Source: an optimization exercise on an open RTL-to-GDS flow (aim: small area and a short achievable clock period). Production flows keep margins and buffers that such runs may drop.
Where RTL was checked, it was by simulation tests only, not by an equivalence proof against the original.
The RTL of runs 3 to 7 was laid out without a check of its function.
No activity file was given, so power comes from the tool's default toggle rates.

--- design/flow/config.mk ---
export PLATFORM = sky130hd
export DESIGN_NAME = router_pkt_queue
export DESIGN_NICKNAME = router_pkt_queue
export VERILOG_FILES = /design/flow/design.v
export SDC_FILE = /design/flow/constraint.sdc
export NUM_CORES = 4
export LEC_CHECK = 0
export CAP_MARGIN = 20
export CORE_MARGIN = 2
export CORE_UTILIZATION = 60
export CTS_BUF_LIST = sky130_fd_sc_hd__clkbuf_16
export CTS_CLUSTER_DIAMETER = 80
export CTS_CLUSTER_SIZE = 25
export PLACE_DENSITY = 0.7
export SLEW_MARGIN = 20
export SETUP_SLACK_MARGIN = 6.4
export BUFFER_PORTS_ARGS = -buffer_cell sky130_fd_sc_hd__buf_4
--- design/flow/constraint.sdc ---
create_clock -name core_clock -period 10.0 [get_ports {clk}]
set_input_delay 2.0000 -clock core_clock [delete_from_list [all_inputs] [get_ports {clk}]]
set_output_delay 2.0000 -clock core_clock [all_outputs]
set_load 0.01 [all_outputs]
--- design/flow/design.v ---
package router_pkg;
    localparam int SRC_IDX   = 0;
    localparam int DST_IDX   = 1;
    localparam int SIZE_IDX  = 2;
    localparam int HDR_BYTES = 3;
    typedef enum logic [1:0] {
        WERR_OK   = 2'b00,
        WERR_FULL = 2'b01,
        WERR_LEN  = 2'b10
    } werr_e;
    function automatic logic [15:0] crc_offset(input logic [15:0] size);
        crc_offset = size + 16'(HDR_BYTES);
    endfunction
endpackage
import router_pkg::*;
module router_pkt_mem
#(
    parameter int CHANNELS  = 4,
    parameter int DEPTH     = 4,
    parameter int WIDTH     = 11,
    parameter int UWIDTH    = 8
) (
    input  logic                          clk,
    input  logic [CHANNELS-1:0]           i_we_ch,   
    input  logic [2*CHANNELS-1:0]         i_wslot,   
    input  logic [WIDTH-1:0]              i_wsel,    
    input  logic [UWIDTH-1:0]             i_wdata,
    input  logic [2*CHANNELS-1:0]         i_hslot,   
    output logic [CHANNELS*WIDTH*UWIDTH-1:0] o_head   
);
    for (genvar c = 0; c < CHANNELS; c++) begin : g_ch
        logic [1:0] w_ws;
        logic [1:0] w_hs;
        assign w_ws = i_wslot[2*c +: 2];
        assign w_hs = i_hslot[2*c +: 2];
        logic [DEPTH-1:0] w_hoh;
        for (genvar s = 0; s < DEPTH; s++) begin : g_hoh
            assign w_hoh[s] = (w_hs == 2'(s));
        end
        for (genvar a = 0; a < WIDTH; a++) begin : g_byte
            localparam int BW = (a == SIZE_IDX) ? 3 : UWIDTH;
            logic [BW-1:0] r_b [DEPTH];
            for (genvar s = 0; s < DEPTH; s++) begin : g_slot
                always_ff @(posedge clk)
                    if (i_we_ch[c] && w_ws == 2'(s) && i_wsel[a])
                        r_b[s] <= i_wdata[BW-1:0];
            end
            logic [BW-1:0] w_rd;
            assign w_rd = ({BW{w_hoh[0]}} & r_b[0]) | ({BW{w_hoh[1]}} & r_b[1]) |
                          ({BW{w_hoh[2]}} & r_b[2]) | ({BW{w_hoh[3]}} & r_b[3]);
            assign o_head[(c*WIDTH+a)*UWIDTH +: UWIDTH] = UWIDTH'(w_rd);
        end
    end
endmodule
import router_pkg::*;
module router_pkt_queue
#(
    parameter int CHANNELS  = 4,
    parameter int CH_SZ     = 2,
    parameter int DEPTH     = 4,
    parameter int PTR_SZ    = 2,
    parameter int WIDTH     = 11,
    parameter int UWIDTH    = 8,
    parameter int PTR_IN_SZ = 4
) (
    input  logic                 clk,
    input  logic                 rst,
    input  logic                 wen,
    input  logic [CH_SZ-1:0]     wch,
    input  logic [PTR_IN_SZ-1:0] waddr_in,
    input  logic [UWIDTH-1:0]    wdata,
    input  logic                 winc,
    input  logic [CH_SZ-1:0]     rch,
    input  logic [PTR_IN_SZ-1:0] raddr_in,
    input  logic                 rinc,
    output logic [UWIDTH-1:0]    rdata,
    output logic [CHANNELS-1:0]  wfull,
    output logic [CHANNELS-1:0]  rempty,
    output logic [1:0]           werr,
    output logic                 rerr,
    output logic [PTR_SZ:0]      rcount
);
    logic [1:0]          r_head  [CHANNELS];    
    logic [1:0]          r_tail  [CHANNELS];    
    logic [3:0]          r_th    [CHANNELS];
    logic [3:0]          r_len   [CHANNELS];    
    logic [CHANNELS-1:0] r_sbad;                
    logic [CHANNELS-1:0] r_pwe;                 
    logic [1:0]          r_pslot;
    logic [3:0]          r_paddr;
    logic [UWIDTH-1:0]   r_pdata;
    logic [3:0]          w_th_nxt [CHANNELS];
    logic [2:0]          w_cnt    [CHANNELS];
    logic [2*CHANNELS-1:0] w_wslot;
    logic [2*CHANNELS-1:0] w_hslot;
    logic [CHANNELS-1:0] w_full;
    logic [CHANNELS-1:0] w_empty;
    logic [CHANNELS-1:0] w_we_ch;
    logic [CHANNELS-1:0] w_pwe_ch;
    logic [WIDTH-1:0]    w_pwsel;
    logic [CHANNELS*WIDTH*UWIDTH-1:0] w_head;
    logic [CHANNELS-1:0] w_len_ok;
    logic [CHANNELS-1:0] w_push_ch;
    logic [CHANNELS-1:0] w_pop_ch;
    logic [CHANNELS-1:0] w_phit;
    logic [UWIDTH-1:0]   w_rbyte;
    logic [UWIDTH-1:0]   w_pbyte;
    logic                w_wsize;
    logic                w_len_bad;
    logic                w_waddr_ok;
    function automatic logic [2:0] th2bin(input logic [3:0] t);
        th2bin = {t[3], t[1] & !t[3], (t[0] & !t[1]) | (t[2] & !t[3])};
    endfunction
    assign w_waddr_ok = (waddr_in < 4'(WIDTH));
    assign w_wsize    = wen && (waddr_in == 4'(SIZE_IDX));
    always_comb begin
        for (int c = 0; c < CHANNELS; c++) begin
            w_cnt[c]    = th2bin(r_th[c]);
            w_full[c]   = r_th[c][3];
            w_empty[c]  = !r_th[c][0];
            w_hslot[2*c +: 2] = r_head[c];
            w_wslot[2*c +: 2] = r_pslot;
            w_len_ok[c] = !r_sbad[c] && (waddr_in == r_len[c]);
            w_we_ch[c]  = wen && (wch == CH_SZ'(c)) && !w_full[c] && w_waddr_ok;
            w_phit[c]   = r_pwe[c] && (r_pslot == r_head[c]);
        end
        for (int a = 0; a < WIDTH; a++)
            w_pwsel[a] = (r_paddr == 4'(a));
    end
    assign w_len_bad = w_wsize || !w_len_ok[wch];
    always_comb begin
        for (int c = 0; c < CHANNELS; c++) begin
            w_push_ch[c] = winc && (wch == CH_SZ'(c)) && !w_full[c] && !w_wsize && w_len_ok[c];
            w_pop_ch[c]  = rinc && (rch == CH_SZ'(c)) && !w_empty[c];
            if (w_push_ch[c] && !w_pop_ch[c])
                w_th_nxt[c] = {r_th[c][2:0], 1'b1};
            else if (!w_push_ch[c] && w_pop_ch[c])
                w_th_nxt[c] = {1'b0, r_th[c][3:1]};
            else
                w_th_nxt[c] = r_th[c];
        end
    end
    logic [2:0] w_rc_same, w_rc_inc, w_rc_dec;
    logic       w_rc_push, w_rc_pop;
    logic [2:0] w_rcount_nxt;
    always_comb begin
        w_rc_same = w_cnt[rch];
        w_rc_inc  = w_cnt[rch] + 3'd1;
        w_rc_dec  = w_cnt[rch] - 3'd1;
        w_rc_push = w_push_ch[rch];
        w_rc_pop  = w_pop_ch[rch];
        if (w_rc_push && !w_rc_pop)
            w_rcount_nxt = w_rc_inc;
        else if (!w_rc_push && w_rc_pop)
            w_rcount_nxt = w_rc_dec;
        else
            w_rcount_nxt = w_rc_same;
    end
    always_ff @(posedge clk) begin
        for (int c = 0; c < CHANNELS; c++)
            if (w_we_ch[c] && waddr_in == 4'(SIZE_IDX)) begin
                r_sbad[c] <= (wdata[7:3] != 5'd0);
                r_len[c]  <= {1'b0, wdata[2:0]} + 4'(HDR_BYTES);
            end
    end
    always_ff @(posedge clk) begin
        r_pwe   <= w_we_ch;
        r_pslot <= r_tail[wch];
        r_paddr <= waddr_in;
        r_pdata <= wdata;
    end
    always_comb begin
        logic [UWIDTH-1:0] w_chb [CHANNELS];
        for (int c = 0; c < CHANNELS; c++) begin
            case (raddr_in)
                4'd0:    w_chb[c] = w_head[(c*WIDTH+0)*UWIDTH  +: UWIDTH];
                4'd1:    w_chb[c] = w_head[(c*WIDTH+1)*UWIDTH  +: UWIDTH];
                4'd2:    w_chb[c] = w_head[(c*WIDTH+2)*UWIDTH  +: UWIDTH];
                4'd3:    w_chb[c] = w_head[(c*WIDTH+3)*UWIDTH  +: UWIDTH];
                4'd4:    w_chb[c] = w_head[(c*WIDTH+4)*UWIDTH  +: UWIDTH];
                4'd5:    w_chb[c] = w_head[(c*WIDTH+5)*UWIDTH  +: UWIDTH];
                4'd6:    w_chb[c] = w_head[(c*WIDTH+6)*UWIDTH  +: UWIDTH];
                4'd7:    w_chb[c] = w_head[(c*WIDTH+7)*UWIDTH  +: UWIDTH];
                4'd8:    w_chb[c] = w_head[(c*WIDTH+8)*UWIDTH  +: UWIDTH];
                4'd9:    w_chb[c] = w_head[(c*WIDTH+9)*UWIDTH  +: UWIDTH];
                4'd10:   w_chb[c] = w_head[(c*WIDTH+10)*UWIDTH +: UWIDTH];
                default: w_chb[c] = '0;
            endcase
        end
        case (rch)
            2'd0:    w_rbyte = w_chb[0];
            2'd1:    w_rbyte = w_chb[1];
            2'd2:    w_rbyte = w_chb[2];
            default: w_rbyte = w_chb[3];
        endcase
        w_pbyte = (r_paddr == 4'(SIZE_IDX)) ? {5'b0, r_pdata[2:0]} : r_pdata;
    end
    always_ff @(posedge clk) begin
        if (rst) begin
            for (int c = 0; c < CHANNELS; c++) begin
                r_head[c] <= '0;
                r_tail[c] <= '0;
                r_th[c]   <= '0;
            end
            wfull  <= '0;
            rempty <= '1;
            werr   <= 2'b00;
            rerr   <= 1'b0;
            rcount <= '0;
            rdata  <= '0;
        end else begin
            for (int c = 0; c < CHANNELS; c++) begin
                if (w_pop_ch[c])
                    r_head[c] <= r_head[c] + 2'd1;
                if (w_push_ch[c])
                    r_tail[c] <= r_tail[c] + 2'd1;
                r_th[c]   <= w_th_nxt[c];
                wfull[c]  <= w_th_nxt[c][3];
                rempty[c] <= !w_th_nxt[c][0];
            end
            werr   <= !winc ? WERR_OK : w_full[wch] ? WERR_FULL : w_len_bad ? WERR_LEN : WERR_OK;
            rerr   <= rinc && w_empty[rch];
            rcount <= w_rcount_nxt;
            rdata  <= (w_phit[rch] && raddr_in == r_paddr) ? w_pbyte : w_rbyte;
        end
    end
    router_pkt_mem #(
        .CHANNELS (CHANNELS),
        .DEPTH    (DEPTH),
        .WIDTH    (WIDTH),
        .UWIDTH   (UWIDTH)
    ) u_mem (
        .clk     (clk),
        .i_we_ch (r_pwe),
        .i_wslot (w_wslot),
        .i_wsel  (w_pwsel),
        .i_wdata (r_pdata),
        .i_hslot (w_hslot),
        .o_head  (w_head)
    );
endmodule
--- design/flow/flow/run.sh ---
#!/bin/bash
set -e
cp config.mk config.orig.mk
cat flow/extra.mk >> config.mk
bash standard.sh $(cat flow/make_args.txt) finish > standard.log 2>&1
--- design/flow/flow/extra.mk ---
export SETUP_SLACK_MARGIN = 6.4
export BUFFER_PORTS_ARGS = -buffer_cell sky130_fd_sc_hd__buf_4
--- design/flow/flow/make_args.txt ---
MATCH_CELL_FOOTPRINT=0
--- design/flow/standard.sh ---
#!/bin/bash
# synth_recipe.tcl (not shown) runs the flow's synth.tcl, then flattens the netlist and writes it again
# the make line also repeats each setting of config.mk as NAME=value (left out here)
make -C /OpenROAD-flow-scripts/flow DESIGN_CONFIG=/design/flow/config.mk WORK_HOME=/design/flow/orfs CLKGATE_MAP_FILE= SYNTH_SCRIPT=/design/flow/synth_recipe.tcl "${@:-finish}"
==> results.py, run 1 <==
metrics = {
    "route": {
        "drt_wl_total_um": 137000,
        "drt_iter0_drc": 5020,
        "first_pass_iters": 6,
        "viasPerCell": 7.06,
        "post_drt_wl_per_cell_um": 31.1,
        "via_count": 31000,
        "drc": 0,
        "ant_nets": 0,
    },
    "sta": {
        "slew_viol_final": 0,
        "fin_crit_sh_pct": 37.4,
        "skew_ns": 0.0250,
        "rsz0062_at_grt": "true",
        "setup_viol": 0,
        "fin_setup_tns_ns": 0,
        "layout_min_cycle_time_ns": 3.74,
        "hold_viol": 0,
        "worst_slew_pin_slew_ns": 1.14,
        "fmax_mhz": 267,
        "max_slew_margin_pct": 24.1,
    },
    "layout": {
        "layout_commonest_cell": "edfxtp_1",
        "n_antenna_cell": 0,
        "layout.nets": 3230,
        "most-common-layout-cells": "1348 x edfxtp_1, 312 x a22oi_1, 248 x nor2_1",
        "syn_to_final_growth_pct": 6.59,
        "drive_gt1_share_pct": 7.07,
        "post-route-util_pct": 64.4,
    },
    "worst_setup_path": {
        "crit_chain": "buf_4 > nor2_1 > nand2_1 > buf_4 > a21oi_1 > nor3_1 > nand3_1 > a21oi_1 > o21ai_0",
        "slowest_delay_ns": 0.49,
        "cp.required_ns": 10.51,
        "cp_max_fo": 32,
        "startpoint_type": "input pin",
        "critPathKind": "input pin to register",
        "worst-endpoint-arrival_ns": 4.25,
        "endpoint_kind": "register",
        "slowest_stage": "buf_4",
    },
    "logic_synthesis": {
        "synthTopCellsByArea": "edfxtp_1 76%, a22oi_1 4.4%, a221oi_1 2.9%",
        "synth_adder_area_share_pct": 0.635,
        "synthMuxAreaShare_pct": 0.289,
        "yosysWarnings": 53,
        "synth-edff-count": 1348,
        "synth_top_family_by_area": "compound AO/OA/AOI/OAI gates",
        "synth_top_area_share_pct": 76.1,
        "netlist_area_um2": 53200,
        "synth_nets": 3295,
        "ys_types": 55,
        "ys.flop_type": "edfxtp_1",
        "synth_xor_area_share_pct": 0.658,
        "synth_compound_area_share_pct": 13.5,
        "ys_seq_area_share_pct": 78.6,
        "synthArstFlopShare_pct": 0,
        "synth-simple-area-share_pct": 4.34,
        "synth_cells": 3243,
        "yosys.area.top_type": "edfxtp_1",
        "synth_area_per_cell_um2": 16.4,
        "synth_seq_cells": 1416,
    },
    "placement": {
        "port-buffer-count": 46,
        "dp_hpwl_um": 80900,
        "place_congestion": 0.918,
    },
    "die": {
        "coreArea_um2": 88100,
        "die-area_um2": 91100,
        "chipWidth_um": 302,
        "start_util_pct": 60.4,
        "io_pins": 47,
        "fp.dieH_um": 302,
        "rows": 109,
    },
    "clock_tree": {
        "cts.sinks": 1416,
        "root_buffer": "clkbuf_16",
        "cts_tree": "done",
        "path_clk_slew_ns": 0.09,
        "clk-insertion-delay-late_ns": 0.66,
        "cts.path.max_buffers": 3,
        "cts_hold_buf": 0,
        "numCtsBuffers": 67,
        "htreeDepth": 3,
    },
    "hold_path": {
        "hold_path_class": "register to register",
    },
    "grt": {
        "grt_remaining_overflow": 0,
        "grt_pass1_vias": 29800,
        "grt_pass1_wl_um": 198000,
        "antenna_found_initial": 0,
        "grt_max_degree": 109,
        "grt.total_usage_pct": 29.7,
    },
    "power": {
        "leakage_nw": 17.3,
        "power.density_nw_per_um2": 173,
        "vdd.ir_drop.worst_v": 0.000172,
    },
    "flow_run": {
        "cap_viol_max_count": 0,
    },
    "run_status": {
        "outcome": "finished clean",
    },
}
critical path, delay by kind of cell:
kind / cells / cell delay [ns]
compound gates: 3 / 0.83
simple gates: 4 / 0.71
buf+inv: 2 / 0.69
synthesized netlist by cell type (all sizes together) (34+ instances only):
| library cell | n |
|---|---|
| a22o | 176 |
| nand3 | 46 |
| a21oi | 187 |
| nor2 | 249 |
| nor3 | 88 |
| clkbuf | 178 |
| nand2 | 69 |
| o22ai | 85 |
| buf | 48 |
| edfxtp | 1348 |
| a22oi | 313 |
| inv | 34 |
| a221oi | 176 |
| dfxtp | 68 |
state kept, by name, indices dropped and copies added, names as in the netlist:
| name | count |
|---|---|
| u_mem.g_ch.g_byte.r_b | 1328 |
| r_th | 12 |
| r_tail | 8 |
| r_pslot | 2 |
| werr | 2 |
| r_pwe | 4 |
| rcount | 3 |
| rempty | 4 |
| r_sbad | 4 |
| r_paddr | 4 |
| r_len | 16 |
| wfull | 4 |
| rdata | 8 |
| rerr | 1 |
| r_head | 8 |
| r_pdata | 8 |
through the flow:
step | cells | worst slack, ns | power [mW] | area, um^2 | hold WS [ns]
finish | 4388 | 6.26 | 9.82 | 56700 | 0.527
global placement | 4267 | 5.47 | 6.88 | 54500 | 0.490
floorplan | 3243 | 6.00 | 6.77 | 53200 | 0.463
global route | 4388 | 6.31 | 10.0 | 56700 | 0.551
detailed placement | 4267 | 5.35 | 6.89 | 54500 | 0.501
CTS | 4381 | 6.30 | 9.83 | 56500 | 0.526
final cells by class:
type	count	area, um^2
multi-input combinational	1568	10600
timing repair buffer	91	737
fill	6132	31400
sequential	1416	41900
inverter	34	128
tap	1165	1460
clock buffer	69	1730
clock inverter	45	235
power breakdown:
| part | leakage [nW] | internal (mW) | switching [mW] |
|---|---|---|---|
| Combinational | 3.51 | 0.0527 | 0.173 |
| Sequential | 12.7 | 6.49 | 0.0516 |
| Clock | 1.09 | 1.28 | 1.77 |
cells by family (layout without fill, tap and decap cells):
logic type,Yosys count,after routing
multiplexers,9,9
XOR/XNOR,40,40
adder cells (fa/ha/maj),27,27
buffers and inverters,260,239
flip-flops,1416,1416
AO/OA/AOI/OAI,978,978
AND/OR/NAND/NOR,513,514
final timing paths:
kind / to / start / slack (ns) / cells past startpoint
worst min register to register: r_tail[1][1]$_SDFFE_PP0P_ / r_tail[1][1]$_SDFFE_PP0P_ / 0.53 / 2
worst max register to register: rdata[0]$_SDFF_PP0_ / r_head[3][0]$_SDFFE_PP0P_ / 6.47 / 10
worst min-delay path: r_tail[1][1]$_SDFFE_PP0P_ / r_tail[1][1]$_SDFFE_PP0P_ / 0.53 / 2
worst max-delay path: rdata[1]$_SDFF_PP0_ / raddr_in[1] / 6.26 / 9
layer usage:
| layer | GRT usage (%) | vias to the layer above | wire [um] |
|---|---|---|---|
| met3 | 5.77 | 276 | 15200 |
| met5 | 0 | - | 0 |
| met4 | 10.7 | 0 | 5150 |
| met2 | 46.0 | 1988 | 64000 |
| met1 | 42.7 | 15700 | 52300 |
| li1 | - | 13000 | - |
what timing repair did:
item                                    in CTS  in global routing
gates cloned                                 0                  1
endpoints found under the setup margin      17                 15
pin swaps                                    0                  4
setup buffers                                0                  5
resized for setup                           10                 19
==> inputs of run 2 (changes only) <==
==> design/flow/flow/extra.mk (replaced) <==
export SETUP_SLACK_MARGIN = 6.6
export BUFFER_PORTS_ARGS = -buffer_cell sky130_fd_sc_hd__buf_4
--- a/design/flow/config.mk
+++ b/design/flow/config.mk
@@ -13,5 +13,5 @@
 export CTS_CLUSTER_SIZE = 25
 export PLACE_DENSITY = 0.7
 export SLEW_MARGIN = 20
-export SETUP_SLACK_MARGIN = 6.4
+export SETUP_SLACK_MARGIN = 6.6
 export BUFFER_PORTS_ARGS = -buffer_cell sky130_fd_sc_hd__buf_4
==> run 2 against run 1 <==
Net effect:
- still clean
- die area is the same
- cell count up 0.36%
- clock-buffer cell count stayed put
- wire length up 2.2%
- clock skew grew 0.0052 ns
- setup slack better by 0.28 ns
- synthesized area did not move
- largest cell class unchanged
==> results.py, run 2 <==
metrics = {
    "sta": {
        "layout_min_cycle_time_ns": 3.47,
        "fmax_mhz": 288,
        "fin_crit_sh_pct": 34.7,
        "setup_viol": 0,
        "fin_setup_tns_ns": 0,
        "rsz0062_at_grt": "true",
        "slew_viol_final": 0,
        "worst_slew_pin_slew_ns": 1.21,
        "hold_ws_ns": 0.531,
        "max_slew_margin_pct": 19.1,
        "hold_viol": 0,
        "skew_ns": 0.0302,
    },
    "route": {
        "drc": 0,
        "ant_nets": 0,
        "post_drt_wl_per_cell_um": 31.7,
        "first_pass_iters": 8,
        "via_count": 31400,
        "viasPerCell": 7.12,
        "drt_wl_total_um": 140000,
        "drt_iter0_drc": 4906,
    },
    "layout": {
        "layout.nets": 3245,
        "syn_to_final_growth_pct": 7.68,
        "design_area_um2": 57300,
        "regArea_um2": 41900,
        "top_register": "u_mem.g_ch.g_byte.r_b",
        "fill_cells": 6014,
        "n_antenna_cell": 0,
        "drive_gt1_share_pct": 8.74,
        "layout_commonest_cell": "edfxtp_1",
        "post-route-util_pct": 65.0,
        "most-common-layout-cells": "1348 x edfxtp_1, 312 x a22oi_1, 247 x nor2_1",
        "top_regs": "u_mem.g_ch.g_byte.r_b (1328), r_len (16), r_th (12)",
        "multiInputGateArea_um2": 10800,
        "largest_reg_flops": 1328,
    },
    "logic_synthesis": {
        "synth_nets": 3295,
        "netlist_area_um2": 53200,
        "synth-edff-count": 1348,
        "synth_most_common_cell": "edfxtp_1",
        "ys_seq_area_share_pct": 78.6,
        "synth_cells": 3243,
        "synth_seq_cells": 1416,
        "yosys.area.top_type": "edfxtp_1",
        "yosysWarnings": 53,
        "ys.flop_type": "edfxtp_1",
        "synth_area_per_cell_um2": 16.4,
        "synthTopCellsByCount": "1348 x edfxtp_1, 312 x a22oi_1, 249 x nor2_1, 187 x a21oi_1, 178 x clkbuf_1",
        "synthArstFlopShare_pct": 0,
        "ys_types": 55,
        "synthTopCellsByArea": "edfxtp_1 76%, a22oi_1 4.4%, a221oi_1 2.9%",
        "synth_top_area_share_pct": 76.1,
    },
    "clock_tree": {
        "htreeDepth": 3,
        "root_buffer": "clkbuf_16",
        "path_clk_slew_ns": 0.10,
        "cts.sinks": 1416,
        "cts.path.max_buffers": 3,
        "numCtsBuffers": 67,
        "cts_tree": "done",
        "clk-insertion-delay-late_ns": 0.66,
    },
    "hold_path": {
        "hold_path_class": "register to register",
    },
    "worst_setup_path": {
        "crit_buf_inv": 2,
        "endpoint_kind": "register",
        "critPathKind": "input pin to register",
        "crit_chain": "buf_4 > nor2b_1 > nand2_1 > buf_12 > a21oi_1 > nor3_1 > nand3_1 > a21oi_1 > o2bb2ai_1",
        "startpoint_type": "input pin",
        "worst-endpoint-arrival_ns": 4.06,
        "slowest_delay_ns": 0.40,
        "cp.required_ns": 10.59,
        "critPathMostFrequentCell": "a21oi_1",
        "slowest_stage": "a21oi_1",
        "cp_top_family": "simple AND/OR/NAND/NOR gates",
        "cp_max_fo": 32,
    },
    "flow_run": {
        "cap_viol_max_count": 0,
    },
    "die": {
        "fp.dieH_um": 302,
        "start_util_pct": 60.4,
        "rows": 109,
        "coreArea_um2": 88100,
        "io_pins": 47,
        "die-area_um2": 91100,
        "chipWidth_um": 302,
    },
    "power": {
        "leakage_nw": 17.5,
        "vdd.ir_drop.worst_v": 0.000137,
        "p_total_mw": 9.87,
        "power.density_nw_per_um2": 172,
    },
    "placement": {
        "place_congestion": 0.902,
        "dp_hpwl_um": 82500,
        "port-buffer-count": 46,
        "placed_cell_area_um2": 54500,
    },
    "grt": {
        "grt.total_usage_pct": 30.2,
        "grt_max_degree": 107,
        "grt_pass1_vias": 30100,
        "antenna_found_initial": 1,
        "grt_remaining_overflow": 0,
        "grt_pass1_wl_um": 201000,
    },
    "run_status": {
        "outcome": "finished clean",
    },
}
run 2: final cells by class:
type	count	share of cell area, %
Clock buffer	69	3.01
Clock inverter	46	0.450
Inverter	34	0.223
Multi-Input combinational cell	1568	18.9
Sequential cell	1416	73.1
Tap cell	1165	2.54
Timing Repair Buffer	106	1.81
run 2: power breakdown:
part | internal (mW) | total, mW | switching [mW]
Combinational | 0.0615 | 0.253 | 0.192
Clock | 1.31 | 3.09 | 1.78
Sequential | 6.49 | 6.53 | 0.0422
Total | 7.86 | 9.87 | 2.02
run 2: routing by layer:
layer | track usage (%) | wire, um
met5 | 0 | 0
met4 | 10.2 | 4380
met3 | 6.68 | 16600
met2 | 46.4 | 65100
met1 | 43.6 | 53500
run 2: worst paths after layout:
| kind | startpoint | end | slack [ns] | depth (start not counted) |
|---|---|---|---|---|
| min reg2reg | r_tail[0][1]$_SDFFE_PP0P_ | r_tail[0][1]$_SDFFE_PP0P_ | 0.53 | 2 |
| max reg2reg | r_head[2][1]$_SDFFE_PP0P_ | rdata[5]$_SDFF_PP0_ | 6.57 | 9 |
| min | r_tail[0][1]$_SDFFE_PP0P_ | r_tail[0][1]$_SDFFE_PP0P_ | 0.53 | 2 |
| max | raddr_in[1] | rdata[4]$_SDFF_PP0_ | 6.53 | 9 |
run 2: worst reg2reg max path: stages, from the launching register on:
cell and delay [ns]:
dfxtp_1 0.50, inv_1 0.12, ha_2 0.31, buf_4 0.43, a221oi_1 0.72, o22ai_1 0.28, nor4_4 0.41, nand2_1 0.18
a21oi_4 0.27, o2bb2ai_1 0.11
run 2: kinds of logic (layout without fill, tap and decap cells):
group                    Yosys count  after routing  share of synthesized area, %
multiplexers                       9              9                         0.289
flip-flops                      1416           1416                          78.6
buffers and inverters            260            255                          1.90
adder cells (fa/ha/maj)           27             27                         0.635
AND/OR/NAND/NOR                  513            514                          4.34
XOR/XNOR                          40             40                         0.658
AO/OA/AOI/OAI                    978            978                          13.5
run 2: through the flow:
step	worst slack, ns	instances
finish	6.53	4404
global route	6.55	4404
CTS	6.56	4394
detailed placement	5.18	4270
global placement	5.21	4270
floorplan	6.00	3243
run 2: what timing repair did:
| item | in CTS | in global routing |
|---|---|---|
| pin swaps | 7 | 11 |
| gates resized for setup | 61 | 46 |
| cloned | 1 | 1 |
| hold buffers | 0 | 0 |
| endpoints found under the setup margin | 25 | 19 |
| setup buffers | 8 | 6 |
==> inputs of run 3 (changes only) <==
--- a/design/flow/design.v
+++ b/design/flow/design.v
@@ -82,13 +82,15 @@
 );
     logic [1:0]          r_head  [CHANNELS];    
     logic [1:0]          r_tail  [CHANNELS];    
-    logic [3:0]          r_th    [CHANNELS];
+    logic [2:0]          r_th    [CHANNELS];    
+    logic [CHANNELS-1:0] r_nfull;               
     logic [3:0]          r_len   [CHANNELS];    
     logic [CHANNELS-1:0] r_sbad;                
     logic [CHANNELS-1:0] r_pwe;                 
     logic [1:0]          r_pslot;
     logic [3:0]          r_paddr;
     logic [UWIDTH-1:0]   r_pdata;
+    logic [3:0]          w_th     [CHANNELS];
     logic [3:0]          w_th_nxt [CHANNELS];
     logic [2:0]          w_cnt    [CHANNELS];
     logic [2*CHANNELS-1:0] w_wslot;
@@ -115,8 +117,9 @@
     assign w_wsize    = wen && (waddr_in == 4'(SIZE_IDX));
     always_comb begin
         for (int c = 0; c < CHANNELS; c++) begin
-            w_cnt[c]    = th2bin(r_th[c]);
-            w_full[c]   = r_th[c][3];
+            w_th[c]     = {!r_nfull[c], r_th[c]};
+            w_cnt[c]    = th2bin(w_th[c]);
+            w_full[c]   = !r_nfull[c];
             w_empty[c]  = !r_th[c][0];
             w_hslot[2*c +: 2] = r_head[c];
             w_wslot[2*c +: 2] = r_pslot;
@@ -133,11 +136,11 @@
             w_push_ch[c] = winc && (wch == CH_SZ'(c)) && !w_full[c] && !w_wsize && w_len_ok[c];
             w_pop_ch[c]  = rinc && (rch == CH_SZ'(c)) && !w_empty[c];
             if (w_push_ch[c] && !w_pop_ch[c])
-                w_th_nxt[c] = {r_th[c][2:0], 1'b1};
+                w_th_nxt[c] = {w_th[c][2:0], 1'b1};
             else if (!w_push_ch[c] && w_pop_ch[c])
-                w_th_nxt[c] = {1'b0, r_th[c][3:1]};
+                w_th_nxt[c] = {1'b0, w_th[c][3:1]};
             else
-                w_th_nxt[c] = r_th[c];
+                w_th_nxt[c] = w_th[c];
         end
     end
     logic [2:0] w_rc_same, w_rc_inc, w_rc_dec;
@@ -202,6 +205,7 @@
                 r_tail[c] <= '0;
                 r_th[c]   <= '0;
             end
+            r_nfull <= '1;
             wfull  <= '0;
             rempty <= '1;
             werr   <= 2'b00;
@@ -214,7 +218,8 @@
                     r_head[c] <= r_head[c] + 2'd1;
                 if (w_push_ch[c])
                     r_tail[c] <= r_tail[c] + 2'd1;
-                r_th[c]   <= w_th_nxt[c];
+                r_th[c]   <= w_th_nxt[c][2:0];
+                r_nfull[c] <= !w_th_nxt[c][3];
                 wfull[c]  <= w_th_nxt[c][3];
                 rempty[c] <= !w_th_nxt[c][0];
             end
==> design/flow/flow/extra.mk (replaced) <==
export SETUP_SLACK_MARGIN = 6.8
export BUFFER_PORTS_ARGS = -buffer_cell sky130_fd_sc_hd__buf_4
--- a/design/flow/config.mk
+++ b/design/flow/config.mk
@@ -13,5 +13,5 @@
 export CTS_CLUSTER_SIZE = 25
 export PLACE_DENSITY = 0.7
 export SLEW_MARGIN = 20
-export SETUP_SLACK_MARGIN = 6.6
+export SETUP_SLACK_MARGIN = 6.8
 export BUFFER_PORTS_ARGS = -buffer_cell sky130_fd_sc_hd__buf_4
==> run 3 against run 2 <==
Net effect:
- global-route usage increased by 0.28 points
- highest routed layer unchanged
- still clean
- design area increased by 4.4%
- combinational power increased by 26%
- clock skew increased by 0.0059 ns
==> results.py, run 3 <==
metrics = {
    "logic_synthesis": {
        "synth_area_per_cell_um2": 16.5,
        "ys.flop_type": "edfxtp_1",
        "ys_types": 58,
        "yosysWarnings": 54,
        "synth_most_common_cell": "edfxtp_1",
        "synth-edff-count": 1348,
        "synth_top_area_share_pct": 75.6,
        "synthArstFlopShare_pct": 0,
        "synth_cells": 3247,
        "ys_seq_area_share_pct": 78.3,
        "synth_nets": 3299,
        "synth_seq_cells": 1420,
        "netlist_area_um2": 53500,
        "synthTopCellsByCount": "1348 x edfxtp_1, 452 x a22oi_1, 246 x a21oi_1, 235 x nor2_1, 152 x clkbuf_1",
        "yosys.area.top_type": "edfxtp_1",
        "synthTopCellsByArea": "edfxtp_1 76%, a22oi_1 6.3%, dfxtp_1 2.7%",
    },
    "sta": {
        "layout_min_cycle_time_ns": 3.55,
        "setup_viol": 0,
        "rsz0062_at_grt": "true",
        "fin_crit_sh_pct": 35.5,
        "max_slew_margin_pct": 23.1,
        "skew_ns": 0.0361,
        "hold_ws_ns": 0.530,
        "fin_setup_tns_ns": 0,
        "fmax_mhz": 281,
        "worst_slew_pin_slew_ns": 1.15,
        "setup_ws_ns": 6.45,
        "hold_viol": 0,
        "slew_viol_final": 0,
    },
    "power": {
        "power.density_nw_per_um2": 166,
        "vdd.ir_drop.worst_v": 0.000136,
        "p_sw_mw": 2.03,
        "clkPwrFrac_pct": 30.8,
        "comb_power_share_pct": 3.2,
        "leakage_nw": 18.2,
        "p_total_mw": 9.91,
        "pwr-share-seq_pct": 66.0,
        "p_int_mw": 7.89,
        "swShare_pct": 20.4,
    },
    "hold_path": {
        "hold_path_class": "register to register",
        "hold_depth": 2,
        "hold_end": "r_tail[2][1]$_SDFFE_PP0P_",
        "hp-start": "r_tail[2][1]$_SDFFE_PP0P_",
    },
    "worst_setup_path": {
        "cp_max_fo": 8,
        "endpoint_kind": "register",
        "worst-endpoint-arrival_ns": 4.11,
        "cp_top_family": "compound AO/OA/AOI/OAI gates",
        "rr_worst_depth": 9,
        "r2r_start": "r_head[2][0]$_SDFFE_PP0P_",
        "crit_chain": "buf_16 > or4b_4 > buf_6 > o22ai_2 > or4_4 > o41ai_4 > a2111oi_2 > a21o_1",
        "ff2ff_setup_slack_ns": 6.50,
        "slowest_delay_ns": 0.56,
        "crit_buf_inv": 2,
        "critPathKind": "input pin to register",
        "startpoint_type": "input pin",
        "slowest_stage": "o41ai_4",
        "r2r_end": "rdata[6]$_SDFF_PP0_",
        "cp.required_ns": 10.56,
    },
    "placement": {
        "port-buffer-count": 46,
        "dp_hpwl_um": 81500,
        "placed_cell_area_um2": 55000,
        "post-place-ws_ns": 5.20,
        "place_congestion": 0.951,
    },
    "flow_run": {
        "cap_viol_max_count": 0,
    },
    "die": {
        "io_pins": 47,
        "rows": 109,
        "coreArea_um2": 88400,
        "fp.dieH_um": 303,
        "die-area_um2": 91600,
        "start_util_pct": 60.6,
        "chipWidth_um": 303,
    },
    "clock_tree": {
        "cts.path.max_buffers": 3,
        "cts_hold_buf": 0,
        "cts.sinks": 1420,
        "path_clk_slew_ns": 0.09,
        "htreeDepth": 3,
        "cts_tree": "done",
        "root_buffer": "clkbuf_16",
        "clk-insertion-delay-late_ns": 0.67,
        "numCtsBuffers": 67,
    },
    "layout": {
        "drive_gt1_share_pct": 16.9,
        "design_area_um2": 59800,
        "layout.nets": 3350,
        "syn_to_final_growth_pct": 11.8,
        "top_regs": "u_mem.g_ch.g_byte.r_b (1328), r_len (16), r_th (12)",
        "most-common-layout-cells": "1348 x edfxtp_1, 452 x a22oi_1, 226 x nor2_1",
        "n_antenna_cell": 0,
        "largest_reg_flops": 1328,
        "layout_commonest_cell": "edfxtp_1",
        "top_register": "u_mem.g_ch.g_byte.r_b",
    },
    "run_status": {
        "outcome": "finished clean",
    },
    "route": {
        "viasPerCell": 7.05,
        "via_count": 31700,
        "drc": 0,
        "post_drt_wl_per_cell_um": 31.5,
        "ant_nets": 0,
        "first_pass_iters": 6,
        "drt_wl_total_um": 142000,
        "drt_iter0_drc": 4966,
    },
    "grt": {
        "grt_pass1_vias": 30300,
        "grt_remaining_overflow": 0,
        "antenna_found_initial": 0,
        "grt_pass1_wl_um": 203000,
        "grt.total_usage_pct": 30.5,
        "grt_max_degree": 96,
    },
}
## run 3: layer usage
layer	global-route usage, %	wire, um
met1	42.9	53800
met2	47.8	67000
met3	6.32	14900
met4	11.4	5990
met5	0	0
## run 3: power by group through the flow
stage	Sequential, mW	Combinational [mW]	Clock, mW
after floorplan	6.70	0.0962	0
after global placement	6.68	0.223	0
after detailed placement	6.68	0.231	0
after CTS	6.55	0.286	3.05
after global routing	6.55	0.328	3.25
final	6.55	0.318	3.05
## run 3: cells by family after synthesis
logic type               count (synthesis)  share of synthesized area (%)
XOR/XNOR                                43                          0.704
flip-flops                            1420                           78.3
multiplexers                             8                          0.292
adder cells (fa/ha/maj)                 28                          0.650
AO/OA/AOI/OAI                         1021                           13.7
buffers and inverters                  265                           2.20
AND/OR/NAND/NOR                        462                           4.08
## run 3: what timing repair did
item                       in CTS  in global routing
pin swaps                      45                 46
buffers inserted               72                 31
resized for setup             216                 92
setup endpoints to repair      37                 28
gates cloned                   12                  1
## run 3: worst min-delay path, stage by stage, from the launching register on
cell	delay [ns]
dfxtp_1	0.36
xor2_1	0.07
nor2_1	0.07
## run 3: through the flow
stage | std cells | util, %
2_1_floorplan | 3247 | -
3_3_place_gp | 4276 | 62.2
3_5_place_dp | 4276 | 62.2
4_1_cts | 4469 | 66.8
5_1_grt | 4503 | 67.7
6_report | 4503 | 67.7
## run 3: final cells by class
type	count	area, um^2
sequential	1420	42000
tap	1165	1460
fill	5652	28600
inverter	38	150
clock inverter	40	215
clock buffer	69	1730
timing repair buffer	206	2260
multi-input combinational	1565	12000
## run 3: worst max-delay path by stage
stage / cells past startpoint / slack, ns / to / from
after CTS: 9 / 6.65 / rdata[7]$_SDFF_PP0_ / raddr_in[2]
after detailed placement: 7 / 5.20 / rdata[2]$_SDFF_PP0_ / raddr_in[2]
after floorplan: 10 / 6.26 / rdata[4]$_SDFF_PP0_ / raddr_in[1]
final: 8 / 6.45 / rdata[6]$_SDFF_PP0_ / raddr_in[2]
after global placement: 8 / 5.24 / rdata[1]$_SDFF_PP0_ / raddr_in[3]
after global routing: 9 / 6.49 / rdata[6]$_SDFF_PP0_ / r_head[2][0]$_SDFFE_PP0P_
==> inputs of run 4 (changes only) <==
==> design/flow/flow/extra.mk (replaced) <==
export SETUP_SLACK_MARGIN = 6.5
export BUFFER_PORTS_ARGS = -buffer_cell sky130_fd_sc_hd__buf_4
--- a/design/flow/config.mk
+++ b/design/flow/config.mk
@@ -7,11 +7,11 @@
 export LEC_CHECK = 0
 export CAP_MARGIN = 20
 export CORE_MARGIN = 2
-export CORE_UTILIZATION = 60
+export CORE_UTILIZATION = 70
 export CTS_BUF_LIST = sky130_fd_sc_hd__clkbuf_16
 export CTS_CLUSTER_DIAMETER = 80
 export CTS_CLUSTER_SIZE = 25
-export PLACE_DENSITY = 0.7
+export PLACE_DENSITY = 0.8
 export SLEW_MARGIN = 20
-export SETUP_SLACK_MARGIN = 6.8
+export SETUP_SLACK_MARGIN = 6.5
 export BUFFER_PORTS_ARGS = -buffer_cell sky130_fd_sc_hd__buf_4
==> run 4 against run 3 <==
Net effect:
- synthesized cell count is the same
- clock-buffer cell count increased by 2
- maximum frequency fell by 2.6%
- clock skew rose by 0.0011 ns
- still clean on timing, DRC and antenna
- via count is 1.5% higher
- register-to-register slack worse by 0.02 ns
- largest power group unchanged
- first-iteration DRC count increased by 22%
- core utilization grew 8.7 points
- setup slack got worse by 0.096 ns
- highest routed layer unchanged
- sequential power is essentially flat
- critical path depth increased by 2
==> results.py, run 4 <==
metrics = {
    "power": {
        "p_int_mw": 7.91,
        "p_sw_mw": 2.00,
        "vdd.ir_drop.worst_v": 0.000170,
        "power.density_nw_per_um2": 171,
        "pwr-share-seq_pct": 66.0,
        "leakage_nw": 17.6,
        "clkPwrFrac_pct": 31.2,
        "comb_power_share_pct": 2.8,
        "p_total_mw": 9.92,
        "swShare_pct": 20.2,
    },
    "placement": {
        "place_congestion": 0.928,
        "post-place-ws_ns": 5.31,
        "placed_cell_area_um2": 54700,
        "dp_hpwl_um": 78400,
        "port-buffer-count": 46,
    },
    "logic_synthesis": {
        "synthTopCellsByArea": "edfxtp_1 76%, a22oi_1 6.3%, dfxtp_1 2.7%",
        "synth_cells": 3247,
        "synthTopCellsByCount": "1348 x edfxtp_1, 452 x a22oi_1, 246 x a21oi_1, 235 x nor2_1, 152 x clkbuf_1",
        "ys_seq_area_share_pct": 78.3,
        "synth_area_per_cell_um2": 16.5,
        "synth_nets": 3299,
        "ys_types": 58,
        "synth-edff-count": 1348,
        "synthArstFlopShare_pct": 0,
        "netlist_area_um2": 53500,
        "synth_most_common_cell": "edfxtp_1",
        "yosys.area.top_type": "edfxtp_1",
        "ys.flop_type": "edfxtp_1",
        "synth_seq_cells": 1420,
        "synth_top_area_share_pct": 75.6,
        "yosysWarnings": 54,
    },
    "sta": {
        "skew_ns": 0.0372,
        "setup_ws_ns": 6.35,
        "slew_viol_final": 0,
        "layout_min_cycle_time_ns": 3.65,
        "rsz0062_at_grt": "true",
        "hold_viol": 0,
        "setup_viol": 0,
        "fin_setup_tns_ns": 0,
        "fmax_mhz": 274,
        "max_slew_margin_pct": 21.6,
        "worst_slew_pin_slew_ns": 1.17,
        "hold_ws_ns": 0.532,
        "fin_crit_sh_pct": 36.5,
    },
    "clock_tree": {
        "clk-insertion-delay-late_ns": 0.67,
        "numCtsBuffers": 68,
        "htreeDepth": 3,
        "path_clk_slew_ns": 0.09,
        "cts.sinks": 1420,
        "cts_tree": "done",
        "cts_hold_buf": 0,
        "root_buffer": "clkbuf_16",
        "cts.path.max_buffers": 3,
    },
    "die": {
        "rows": 101,
        "die-area_um2": 78700,
        "io_pins": 47,
        "start_util_pct": 70.6,
        "fp.dieH_um": 280,
        "chipWidth_um": 280,
        "coreArea_um2": 75800,
    },
    "layout": {
        "syn_to_final_growth_pct": 8.23,
        "fill_cells": 4071,
        "top_regs": "u_mem.g_ch.g_byte.r_b (1328), r_len (16), r_th (12)",
        "design_area_um2": 57900,
        "multiInputGateArea_um2": 11200,
        "top_register": "u_mem.g_ch.g_byte.r_b",
        "layout.nets": 3277,
        "largest_reg_flops": 1328,
        "drive_gt1_share_pct": 11.3,
        "most-common-layout-cells": "1348 x edfxtp_1, 452 x a22oi_1, 234 x nor2_1",
        "regArea_um2": 42000,
        "layout_commonest_cell": "edfxtp_1",
    },
    "worst_setup_path": {
        "critPathKind": "input pin to register",
        "cp_max_fo": 14,
        "ff2ff_setup_slack_ns": 6.48,
        "cp.required_ns": 10.57,
        "startpoint_type": "input pin",
        "worst-endpoint-arrival_ns": 4.22,
        "endpoint_kind": "register",
    },
    "route": {
        "wl_met3_um": 19500,
        "highest_layer": "met4",
        "ant_nets": 0,
        "drt_iter0_drc": 6059,
        "viasPerCell": 7.59,
        "via_count": 32200,
        "post_drt_wl_per_cell_um": 33.0,
        "wl_met2_um": 64800,
        "drc": 0,
        "wl_met1_um": 48300,
        "first_pass_iters": 9,
        "drt_wl_total_um": 140000,
    },
    "grt": {
        "antenna_found_initial": 6,
        "grt_pass1_wl_um": 202000,
        "grt_pass1_vias": 30400,
        "grt_max_degree": 101,
        "grt_remaining_overflow": 0,
        "grt.total_usage_pct": 35.6,
    },
    "run_status": {
        "outcome": "finished clean",
    },
    "flow_run": {
        "cap_viol_max_count": 0,
    },
    "hold_path": {
        "hold_path_class": "register to register",
    },
}
==> run 4: changes by cell type in the layout (fill, tap and decap cells not counted), sizes merged, moves of 2 or more <==
| cell | delta |
|---|---|
| buf | -70 |
| clkinv | -2 |
| diode | +4 |
| inv | -2 |
==> run 4: path summary, 6_finish.rpt <==
check | start | to | cells past startpoint
setup / recovery | raddr_in[3] | rdata[4]$_SDFF_PP0_ | 10
hold / removal | r_tail[3][1]$_SDFFE_PP0P_ | r_tail[3][1]$_SDFFE_PP0P_ | 2
setup reg to reg | r_head[2][0]$_SDFFE_PP0P_ | rdata[4]$_SDFF_PP0_ | 10
hold reg to reg | r_tail[3][1]$_SDFFE_PP0P_ | r_tail[3][1]$_SDFFE_PP0P_ | 2
==> run 4: area by class of cell <==
class | instances | share of cell area (%)
multi-input cells | 1563 | 19.3
repair buffers | 134 | 2.42
clock buffers | 71 | 3.07
diodes | 4 | 0.0173
inverters | 38 | 0.253
well taps | 978 | 2.11
flip-flops and latches | 1420 | 72.4
clock inverters | 36 | 0.372
==> run 4: metal layers <==
layer / up-vias / track usage (%)
met5: - / 0
met4: 0 / 15.7
met3: 434 / 8.93
met2: 2805 / 54.5
met1: 15900 / 49.5
li1: 13100 / -
==> run 4: timing repair <==
action                                  4_1_cts  5_1_grt
cloned                                        8        1
resized for setup                            97       30
endpoints found under the setup margin       11       12
pin swaps                                    11       13
buffers inserted                             21       12
==> run 4: worst max-delay path, stage by stage <==
cell,delay (ns)
buf_6,0.20
nand4b_1,0.22
buf_12,0.19
buf_4,0.16
a21oi_1,0.12
nor4_1,0.63
nand3_2,0.22
o41ai_4,0.14
a2111oi_1,0.15
a21o_1,0.17
==> run 4: cell families after synthesis <==
group,Yosys count,synth area share [%]
multiplexers,8,0.292
AO/OA/AOI/OAI,1021,13.7
adder cells (fa/ha/maj),28,0.650
flip-flops,1420,78.3
buffers and inverters,265,2.20
XOR/XNOR,43,0.704
AND/OR/NAND/NOR,462,4.08
==> run 4: metrics by stage <==
stage	utilization, %	instances
after floorplan	-	3247
after global placement	72.1	4088
after detailed placement	72.1	4088
after CTS	75.9	4224
after global routing	76.4	4243
final	76.4	4244
==> run 4: power groups by stage <==
stage	clock, mW	sequential (mW)	combinational, mW
global route	3.26	6.55	0.284
floorplan	0	6.70	0.0957
detailed placement	0	6.70	0.215
finish	3.09	6.55	0.277
CTS	3.08	6.56	0.246
global placement	0	6.69	0.207
==> inputs of run 5 (changes only) <==
--- a/design/flow/config.mk
+++ b/design/flow/config.mk
@@ -7,11 +7,11 @@
 export LEC_CHECK = 0
 export CAP_MARGIN = 20
 export CORE_MARGIN = 2
-export CORE_UTILIZATION = 70
+export CORE_UTILIZATION = 60
 export CTS_BUF_LIST = sky130_fd_sc_hd__clkbuf_16
 export CTS_CLUSTER_DIAMETER = 80
 export CTS_CLUSTER_SIZE = 25
-export PLACE_DENSITY = 0.8
+export PLACE_DENSITY = 0.7
 export SLEW_MARGIN = 20
 export SETUP_SLACK_MARGIN = 6.5
 export BUFFER_PORTS_ARGS = -buffer_cell sky130_fd_sc_hd__buf_4
==> run 5 against run 4 <==
Net effect:
- still clean on timing, DRC and antenna
- core utilization down 11 points
- clock-buffer cell count did not move
- global-route usage down 5.3 points
- critical path type unchanged
- highest routed layer unchanged
==> results.py, run 5 <==
metrics = {
    "clock_tree": {
        "numCtsBuffers": 68,
        "cts_tree": "done",
        "path_clk_slew_ns": 0.10,
        "cts.path.max_buffers": 3,
        "htreeDepth": 3,
        "clk-insertion-delay-late_ns": 0.67,
        "root_buffer": "clkbuf_16",
        "cts.sinks": 1420,
        "cts_hold_buf": 0,
    },
    "run_status": {
        "outcome": "finished clean",
    },
    "hold_path": {
        "hold_depth": 2,
        "hold_path_class": "register to register",
    },
    "grt": {
        "grt_max_degree": 101,
        "antenna_found_initial": 3,
        "grt_remaining_overflow": 0,
        "grt.total_usage_pct": 30.4,
        "grt_pass1_vias": 30000,
        "grt_pass1_wl_um": 202000,
    },
    "sta": {
        "fin_setup_tns_ns": 0,
        "skew_ns": 0.0367,
        "setup_viol": 0,
        "rsz0062_at_grt": "true",
        "slew_viol_final": 0,
        "max_slew_margin_pct": 20.7,
        "hold_ws_ns": 0.536,
        "layout_min_cycle_time_ns": 3.61,
        "worst_slew_pin_slew_ns": 1.19,
        "hold_viol": 0,
        "fin_crit_sh_pct": 36.1,
        "fmax_mhz": 277,
    },
    "placement": {
        "place_congestion": 0.927,
        "port-buffer-count": 46,
        "dp_hpwl_um": 82600,
    },
    "layout": {
        "top_register": "u_mem.g_ch.g_byte.r_b",
        "layout_commonest_cell": "edfxtp_1",
        "syn_to_final_growth_pct": 8.71,
        "drive_gt1_share_pct": 11.4,
        "layout.nets": 3270,
        "fill_cells": 5873,
        "top_regs": "u_mem.g_ch.g_byte.r_b (1328), r_len (16), r_th (12)",
        "largest_reg_flops": 1328,
        "n_antenna_cell": 0,
        "most-common-layout-cells": "1348 x edfxtp_1, 452 x a22oi_1, 234 x nor2_1",
    },
    "flow_run": {
        "cap_viol_max_count": 0,
    },
    "logic_synthesis": {
        "synth_top_area_share_pct": 75.6,
        "yosysWarnings": 54,
        "synthArstFlopShare_pct": 0,
        "synth_most_common_cell": "edfxtp_1",
        "synth_seq_cells": 1420,
        "synthTopCellsByCount": "1348 x edfxtp_1, 452 x a22oi_1, 246 x a21oi_1, 235 x nor2_1, 152 x clkbuf_1",
        "synth-edff-count": 1348,
        "ys_seq_area_share_pct": 78.3,
        "ys_types": 58,
        "synth_nets": 3299,
        "synthTopCellsByArea": "edfxtp_1 76%, a22oi_1 6.3%, dfxtp_1 2.7%",
        "netlist_area_um2": 53500,
        "synth_area_per_cell_um2": 16.5,
        "ys.flop_type": "edfxtp_1",
        "synth_cells": 3247,
        "yosys.area.top_type": "edfxtp_1",
    },
    "die": {
        "io_pins": 47,
        "coreArea_um2": 88400,
        "rows": 109,
        "start_util_pct": 60.6,
        "die-area_um2": 91600,
        "fp.dieH_um": 303,
        "chipWidth_um": 303,
    },
    "worst_setup_path": {
        "rr_worst_depth": 9,
        "startpoint_type": "input pin",
        "endpoint_kind": "register",
        "critPathKind": "input pin to register",
        "cp.required_ns": 10.57,
        "cp_max_fo": 14,
        "worst-endpoint-arrival_ns": 4.18,
    },
    "route": {
        "drc": 0,
        "ant_nets": 0,
        "via_count": 31300,
        "drt_wl_total_um": 142000,
        "first_pass_iters": 7,
        "viasPerCell": 7.10,
        "drt_iter0_drc": 4864,
        "post_drt_wl_per_cell_um": 32.1,
    },
    "power": {
        "power.density_nw_per_um2": 171,
        "leakage_nw": 17.6,
        "vdd.ir_drop.worst_v": 0.000138,
    },
}
run 5: changes by cell type in the layout (fill, tap and decap cells not counted), sizes merged:
| cell | change |
|---|---|
| diode | -4 |
| clkbuf | -1 |
| clkinv | +2 |
| inv | -9 |
| buf | -6 |
| bufinv | -1 |
run 5: worst paths after layout:
kind,slack (ns),startpoint,endpoint
setup / recovery,6.39,raddr_in[2],rdata[3]$_SDFF_PP0_
hold / removal,0.54,r_th[1][1]$_SDFFE_PP0P_,r_th[1][1]$_SDFFE_PP0P_
setup reg to reg,6.51,r_head[2][1]$_SDFFE_PP0P_,rdata[1]$_SDFF_PP0_
hold reg to reg,0.54,r_th[1][1]$_SDFFE_PP0P_,r_th[1][1]$_SDFFE_PP0P_
run 5: kinds of logic (layout without fill, tap and decap cells):
group,after synthesis,count (layout),synth area share [%]
flops,1420,1420,78.3
compound gates,1021,1021,13.7
simple gates,462,463,4.08
buf+inv,265,264,2.20
xor+xnor,43,43,0.704
fa+ha+maj,28,28,0.650
mux,8,8,0.292
run 5: where the power goes:
| part | switching [mW] | leakage [nW] | internal (mW) | total [mW] |
|---|---|---|---|---|
| sequential | 0.0448 | 12.7 | 6.50 | 6.55 |
| clock | 1.79 | 1.03 | 1.31 | 3.09 |
| combinational | 0.200 | 3.81 | 0.0778 | 0.278 |
| total | 2.03 | 17.6 | 7.89 | 9.92 |
run 5: final cells by class:
| class | count | area, um^2 | area share (%) |
|---|---|---|---|
| clock buffer | 71 | 1780 | 3.05 |
| clock inverter | 28 | 183 | 0.314 |
| inverter | 38 | 146 | 0.252 |
| multi-input combinational | 1563 | 11300 | 19.4 |
| sequential | 1420 | 42000 | 72.1 |
| tap | 1165 | 1460 | 2.51 |
| timing repair buffer | 127 | 1360 | 2.34 |
run 5: stage by stage:
step                setup slack [ns]  util (%)  total power [mW]  area, um^2  std cells
floorplan                       6.26         -              6.80       53800       3247
global placement                5.29      62.1              6.91       54900       4270
detailed placement              5.24      62.1              6.92       54900       4271
CTS                             6.50      65.2              9.90       57600       4388
global route                    6.46      65.8              10.1       58200       4412
finish                          6.39      65.8              9.92       58200       4412
run 5: worst max-delay path, stage by stage:
cell       delay (ns)
buf_6            0.19
nand4bb_4        0.22
buf_12           0.15
buf_4            0.12
a21oi_1          0.09
nor4_1           0.63
nand3_2          0.29
o41ai_4          0.16
a2111oi_1        0.15
a21o_1           0.17
run 5: layer usage:
layer | up-vias | wire, um | GRT usage (%)
li1 | 13100 | - | -
met1 | 15800 | 53200 | 43.0
met2 | 2146 | 65600 | 47.2
met3 | 303 | 16700 | 5.96
met4 | 0 | 6180 | 12.0
met5 | - | 0 | 0
run 5: what timing repair did:
item / in CTS / in global routing
gates resized for setup: 93 / 47
buffers inserted: 15 / 18
endpoints found under the hold margin: 0 / 0
endpoints found under the setup margin: 16 / 11
pin swaps: 9 / 12
cloned: 3 / 4
==> inputs of run 6 (changes only) <==
==> design/flow/flow/extra.mk (replaced) <==
export SETUP_SLACK_MARGIN = 6.6
export BUFFER_PORTS_ARGS = -buffer_cell sky130_fd_sc_hd__buf_4
--- a/design/flow/config.mk
+++ b/design/flow/config.mk
@@ -13,5 +13,6 @@
 export CTS_CLUSTER_SIZE = 25
 export PLACE_DENSITY = 0.7
 export SLEW_MARGIN = 20
-export SETUP_SLACK_MARGIN = 6.5
+export TNS_END_PERCENT = 5
+export SETUP_SLACK_MARGIN = 6.6
 export BUFFER_PORTS_ARGS = -buffer_cell sky130_fd_sc_hd__buf_4
==> run 6 against run 5 <==
Net effect:
- first-iteration DRC count grew 5.2%
- cell count grew 0.66%
- clock skew shrank 0.016 ns
- flip-flop and latch count is the same
- critical path depth is the same
- maximum frequency shrank 0.42%
- sequential power is essentially flat
- synthesized area is the same
- global-route usage grew 0.75 points
- critical path type unchanged
- largest power group unchanged
- highest routed layer is now met5
==> results.py, run 6 <==
metrics = {
    "route": {
        "post_drt_wl_per_cell_um": 32.2,
        "viasPerCell": 7.12,
        "ant_nets": 0,
        "via_count": 31600,
        "drt_wl_total_um": 143000,
        "drt_iter0_drc": 5119,
        "drc": 0,
        "first_pass_iters": 5,
    },
    "layout": {
        "most-common-layout-cells": "1348 x edfxtp_1, 451 x a22oi_1, 235 x nor2_1",
        "top_regs": "u_mem.g_ch.g_byte.r_b (1328), r_len (16), r_th (12)",
        "top_register": "u_mem.g_ch.g_byte.r_b",
        "syn_to_final_growth_pct": 9.42,
        "largest_reg_flops": 1328,
        "multiInputGateArea_um2": 11300,
        "layout.nets": 3292,
        "drive_gt1_share_pct": 12.0,
        "regArea_um2": 42000,
        "fill_cells": 5913,
        "layout_commonest_cell": "edfxtp_1",
        "post-route-util_pct": 66.3,
    },
    "clock_tree": {
        "cts.path.max_buffers": 3,
        "cts_tree": "done",
        "cts.sinks": 1420,
        "clk-insertion-delay-late_ns": 0.66,
        "path_clk_slew_ns": 0.09,
        "cts_hold_buf": 0,
        "root_buffer": "clkbuf_16",
        "htreeDepth": 3,
        "numCtsBuffers": 67,
    },
    "worst_setup_path": {
        "rr_worst_depth": 9,
        "startpoint_type": "input pin",
        "endpoint_kind": "register",
        "critPathKind": "input pin to register",
        "worst-endpoint-arrival_ns": 4.16,
        "cp_max_fo": 16,
        "cp.required_ns": 10.54,
        "ff2ff_setup_slack_ns": 6.56,
    },
    "logic_synthesis": {
        "yosysWarnings": 54,
        "yosys.area.top_type": "edfxtp_1",
        "synth_top_area_share_pct": 75.6,
        "ys.flop_type": "edfxtp_1",
        "ys_seq_area_share_pct": 78.3,
        "synth_nets": 3299,
        "synthArstFlopShare_pct": 0,
        "synthTopCellsByCount": "1348 x edfxtp_1, 452 x a22oi_1, 246 x a21oi_1, 235 x nor2_1, 152 x clkbuf_1",
        "synth-edff-count": 1348,
        "synth_most_common_cell": "edfxtp_1",
        "synth_cells": 3247,
        "netlist_area_um2": 53500,
        "synthTopCellsByArea": "edfxtp_1 76%, a22oi_1 6.3%, dfxtp_1 2.7%",
        "synth_seq_cells": 1420,
        "synth_area_per_cell_um2": 16.5,
        "ys_types": 58,
    },
    "grt": {
        "grt_max_degree": 114,
        "grt_remaining_overflow": 0,
        "grt.total_usage_pct": 31.1,
        "grt_pass1_vias": 30000,
        "grt_pass1_wl_um": 206000,
        "antenna_found_initial": 3,
    },
    "sta": {
        "hold_viol": 0,
        "max_slew_margin_pct": 23.4,
        "layout_min_cycle_time_ns": 3.62,
        "rsz0062_at_grt": "true",
        "setup_viol": 0,
        "skew_ns": 0.0206,
        "fmax_mhz": 276,
        "fin_setup_tns_ns": 0,
        "slew_viol_final": 0,
        "worst_slew_pin_slew_ns": 1.15,
        "fin_crit_sh_pct": 36.2,
    },
    "placement": {
        "place_congestion": 0.941,
        "port-buffer-count": 46,
        "dp_hpwl_um": 81800,
    },
    "flow_run": {
        "cap_viol_max_count": 0,
    },
    "die": {
        "die-area_um2": 91600,
        "start_util_pct": 60.6,
        "fp.dieH_um": 303,
        "coreArea_um2": 88400,
        "rows": 109,
        "io_pins": 47,
        "chipWidth_um": 303,
    },
    "power": {
        "leakage_nw": 17.8,
        "power.density_nw_per_um2": 168,
        "vdd.ir_drop.worst_v": 0.000169,
        "p_total_mw": 9.85,
    },
    "hold_path": {
        "hold_depth": 2,
        "hold_path_class": "register to register",
    },
    "run_status": {
        "outcome": "finished clean",
    },
}
-- run 6: per-layer routing --
layer | up-vias | track usage [%] | part of all wire (%)
li1 | 13100 | - | -
met1 | 16000 | 44.7 | 37
met2 | 2193 | 47.3 | 46
met3 | 342 | 6.43 | 12
met4 | 2 | 12.7 | 4.6
met5 | - | 0 | 0.0091
-- run 6: report_power, final --
part	internal (mW)	leakage, nW	switching (mW)
logic	0.0868	4.04	0.203
registers	6.51	12.7	0.0485
clock network	1.27	1.02	1.74
-- run 6: cell families (layout without fill, tap and decap cells) --
kind of cell             count (synthesis)  in the layout  synth area share (%)
AND/OR/NAND/NOR                        462            463                  4.08
other                                    0              4                     0
buffers and inverters                  265            289                  2.20
flip-flops                            1420           1420                  78.3
adder cells (fa/ha/maj)                 28             28                 0.650
AO/OA/AOI/OAI                         1021           1021                  13.7
XOR/XNOR                                43             43                 0.704
multiplexers                             8              8                 0.292
-- run 6: path summary, 6_finish.rpt --
kind	from	end
setup / recovery	raddr_in[1]	rdata[0]$_SDFF_PP0_
hold / removal	r_tail[1][1]$_SDFFE_PP0P_	r_tail[1][1]$_SDFFE_PP0P_
setup reg to reg	r_head[2][1]$_SDFFE_PP0P_	rdata[3]$_SDFF_PP0_
hold reg to reg	r_tail[1][1]$_SDFFE_PP0P_	r_tail[1][1]$_SDFFE_PP0P_
-- run 6: worst max-delay path: stages --
cell and delay, ns:
buf_16 0.14, nand4bb_4 0.19, buf_4 0.18, clkbuf_16 0.25, a21oi_2 0.09, nor4_1 0.44, nand3_1 0.36, o41ai_4 0.18
a2111oi_2 0.13, a21o_1 0.17
-- run 6: area by class of cell --
cell class                      instances  area share, %
Tap cell                             1165           2.49
Timing Repair Buffer                  150           3.02
Antenna cell                            4         0.0171
Inverter                               38          0.250
Clock inverter                         32          0.261
Sequential cell                      1420           71.6
Multi-Input combinational cell       1563           19.4
Clock buffer                           69           2.95
-- run 6: through the flow --
stage | worst slack [ns] | hold WS (ns) | cells | cell area, um^2
5_1_grt | 6.47 | 0.551 | 4438 | 58500
3_3_place_gp | 5.38 | 0.495 | 4273 | 54800
2_1_floorplan | 6.26 | 0.474 | 3247 | 53600
6_report | 6.38 | 0.525 | 4441 | 58600
3_5_place_dp | 5.28 | 0.507 | 4273 | 54800
4_1_cts | 6.53 | 0.527 | 4423 | 58100
-- run 6: repair_timing --
action / in CTS / in global routing
endpoints found under the setup margin: 25 / 25
cloned: 11 / 1
endpoints found under the hold margin: 0 / 0
gates resized for setup: 138 / 54
pin swaps: 26 / 18
setup buffers: 38 / 11
==> inputs of run 7 (changes only) <==
--- a/design/flow/config.mk
+++ b/design/flow/config.mk
@@ -13,6 +13,5 @@
 export CTS_CLUSTER_SIZE = 25
 export PLACE_DENSITY = 0.7
 export SLEW_MARGIN = 20
-export TNS_END_PERCENT = 5
 export SETUP_SLACK_MARGIN = 6.6
 export BUFFER_PORTS_ARGS = -buffer_cell sky130_fd_sc_hd__buf_4
==> run 7 against run 6 <==
Net effect:
- still clean on timing, DRC and antenna
- wire length rose by 0.76%
- first-iteration DRC count fell by 8.8%
- sequential power barely moved
- power barely moved
- flip-flop and latch count did not move
- maximum frequency rose by 1.5%
- clock-buffer cell count fell by 2
- die area did not move
- cell count barely moved
- critical path type unchanged
- critical endpoint is now rdata[2]$_SDFF_PP0_
- largest power group unchanged
- highest routed layer is now met4
==> results.py, run 7 <==
metrics = {
    "run_status": {
        "outcome": "finished clean",
    },
    "die": {
        "coreArea_um2": 88400,
        "io_pins": 47,
        "rows": 109,
        "die-area_um2": 91600,
        "chipWidth_um": 303,
        "fp.dieH_um": 303,
        "start_util_pct": 60.6,
    },
    "power": {
        "leakage_nw": 17.9,
        "vdd.ir_drop.worst_v": 0.000142,
        "power.density_nw_per_um2": 167,
    },
    "logic_synthesis": {
        "synth_top_area_share_pct": 75.6,
        "synth_cells": 3247,
        "synthTopCellsByCount": "1348 x edfxtp_1, 452 x a22oi_1, 246 x a21oi_1, 235 x nor2_1, 152 x clkbuf_1",
        "synth_most_common_cell": "edfxtp_1",
        "ys_seq_area_share_pct": 78.3,
        "synthTopCellsByArea": "edfxtp_1 76%, a22oi_1 6.3%, dfxtp_1 2.7%",
        "yosys.area.top_type": "edfxtp_1",
        "ys_types": 58,
        "synth_nets": 3299,
        "synth-edff-count": 1348,
        "netlist_area_um2": 53500,
        "synth_seq_cells": 1420,
        "synth_area_per_cell_um2": 16.5,
        "yosysWarnings": 54,
        "ys.flop_type": "edfxtp_1",
        "synthArstFlopShare_pct": 0,
    },
    "layout": {
        "layout.nets": 3303,
        "fill_cells": 5760,
        "regArea_um2": 42000,
        "design_area_um2": 59100,
        "syn_to_final_growth_pct": 10.5,
        "drive_gt1_share_pct": 13.5,
        "top_register": "u_mem.g_ch.g_byte.r_b",
        "layout_commonest_cell": "edfxtp_1",
        "top_regs": "u_mem.g_ch.g_byte.r_b (1328), r_len (16), r_th (12)",
        "most-common-layout-cells": "1348 x edfxtp_1, 452 x a22oi_1, 232 x nor2_1",
        "post-route-util_pct": 66.9,
        "largest_reg_flops": 1328,
        "multiInputGateArea_um2": 11700,
    },
    "clock_tree": {
        "cts.path.max_buffers": 3,
        "root_buffer": "clkbuf_16",
        "path_clk_slew_ns": 0.09,
        "cts.sinks": 1420,
        "clk-insertion-delay-late_ns": 0.67,
        "numCtsBuffers": 67,
        "cts_tree": "done",
        "htreeDepth": 3,
    },
    "grt": {
        "grt_pass1_wl_um": 204000,
        "busiest_layer": "met2",
        "grt_use_met2_pct": 48.4,
        "grt_remaining_overflow": 0,
        "grt_max_degree": 100,
        "gr-usage-met1_pct": 43.0,
        "grt_pass1_vias": 30100,
        "antenna_found_initial": 1,
        "grt.total_usage_pct": 30.8,
        "grt_use_met3_pct": 7.25,
    },
    "sta": {
        "fmax_mhz": 280,
        "worst_slew_pin_slew_ns": 1.16,
        "skew_ns": 0.0320,
        "setup_viol": 0,
        "hold_viol": 0,
        "fin_crit_sh_pct": 35.7,
        "layout_min_cycle_time_ns": 3.57,
        "fin_setup_tns_ns": 0,
        "rsz0062_at_grt": "true",
        "hold_ws_ns": 0.539,
        "max_slew_margin_pct": 22.5,
        "slew_viol_final": 0,
    },
    "worst_setup_path": {
        "endpoint_kind": "register",
        "worst-endpoint-arrival_ns": 4.16,
        "startpoint_type": "input pin",
        "cp_max_fo": 6,
        "critPathKind": "input pin to register",
        "cp.required_ns": 10.60,
    },
    "route": {
        "post_drt_wl_per_cell_um": 32.4,
        "drt_wl_total_um": 144000,
        "ant_nets": 0,
        "first_pass_iters": 6,
        "drt_iter0_drc": 4667,
        "via_count": 31700,
        "viasPerCell": 7.12,
        "drc": 0,
    },
    "placement": {
        "placed_cell_area_um2": 54900,
        "dp_hpwl_um": 82300,
        "port-buffer-count": 46,
        "place_congestion": 0.910,
    },
    "hold_path": {
        "hold_path_class": "register to register",
    },
    "flow_run": {
        "cap_viol_max_count": 0,
    },
}
[run 7: worst max-delay path, stage by stage]
cell and delay [ns]:
clkbuf_16 0.13, nand4b_1 0.29, buf_12 0.22, buf_4 0.16, a21oi_1 0.29, nor4_1 0.13, nand3_1 0.26, o41ai_4 0.20
a2111oi_2 0.35, a21o_1 0.13
[run 7: repair_timing]
action,CTS,global route
cloned,8,7
pin swaps,17,18
gates resized for setup,155,68
setup endpoints to repair,23,18
hold buffers,0,0
setup buffers,27,32
[run 7: routing by layer]
metal | vias to the layer above | wire [um]
met5 | - | 0
met1 | 16100 | 53300
met4 | 0 | 6060
met3 | 332 | 16800
met2 | 2113 | 67700
li1 | 13100 | -
[run 7: where the power goes]
group / switching [mW] / internal (mW)
sequential: 0.0403 / 6.51
combinational: 0.211 / 0.0968
clock: 1.76 / 1.23
[run 7: stage by stage]
| step | instances | total power, mW | setup slack (ns) |
|---|---|---|---|
| final | 4445 | 9.85 | 6.43 |
| after global routing | 4444 | 10.1 | 6.47 |
| after CTS | 4402 | 9.81 | 6.54 |
| after detailed placement | 4270 | 6.92 | 5.30 |
| after global placement | 4270 | 6.91 | 5.33 |
| after floorplan | 3247 | 6.80 | 6.26 |
[run 7: worst paths after layout]
kind	startpoint	to	slack (ns)	cells after the start
worst max-delay path	raddr_in[3]	rdata[2]$_SDFF_PP0_	6.43	10
worst min-delay path	r_tail[1][1]$_SDFFE_PP0P_	r_tail[1][1]$_SDFFE_PP0P_	0.54	2
worst max register to register	r_head[2][1]$_SDFFE_PP0P_	rdata[7]$_SDFF_PP0_	6.61	9
worst min register to register	r_tail[1][1]$_SDFFE_PP0P_	r_tail[1][1]$_SDFFE_PP0P_	0.54	2
[run 7: final cells by class]
type,instances,share of cell area (%)
antenna,1,0.00423
clock buffer,67,2.84
clock inverter,30,0.265
inverter,38,0.248
multi-input combinational,1563,19.8
sequential,1420,71.0
tap,1165,2.47
timing repair buffer,161,3.39
[run 7: cell families after synthesis]
group / count (synthesis) / share of synthesized area [%]
buf+inv: 265 / 2.20
compound gates: 1021 / 13.7
flops: 1420 / 78.3
mux: 8 / 0.292
simple gates: 462 / 4.08
fa+ha+maj: 28 / 0.650
xor+xnor: 43 / 0.704

Check on run 7: ideal ports give 6.432 ns setup slack; a clkbuf_16 on the clock port and buf_2 on the inputs give 6.380 ns; moving port delays by the midpoint clock arrival (0.714 ns) as well gives 5.666 ns.
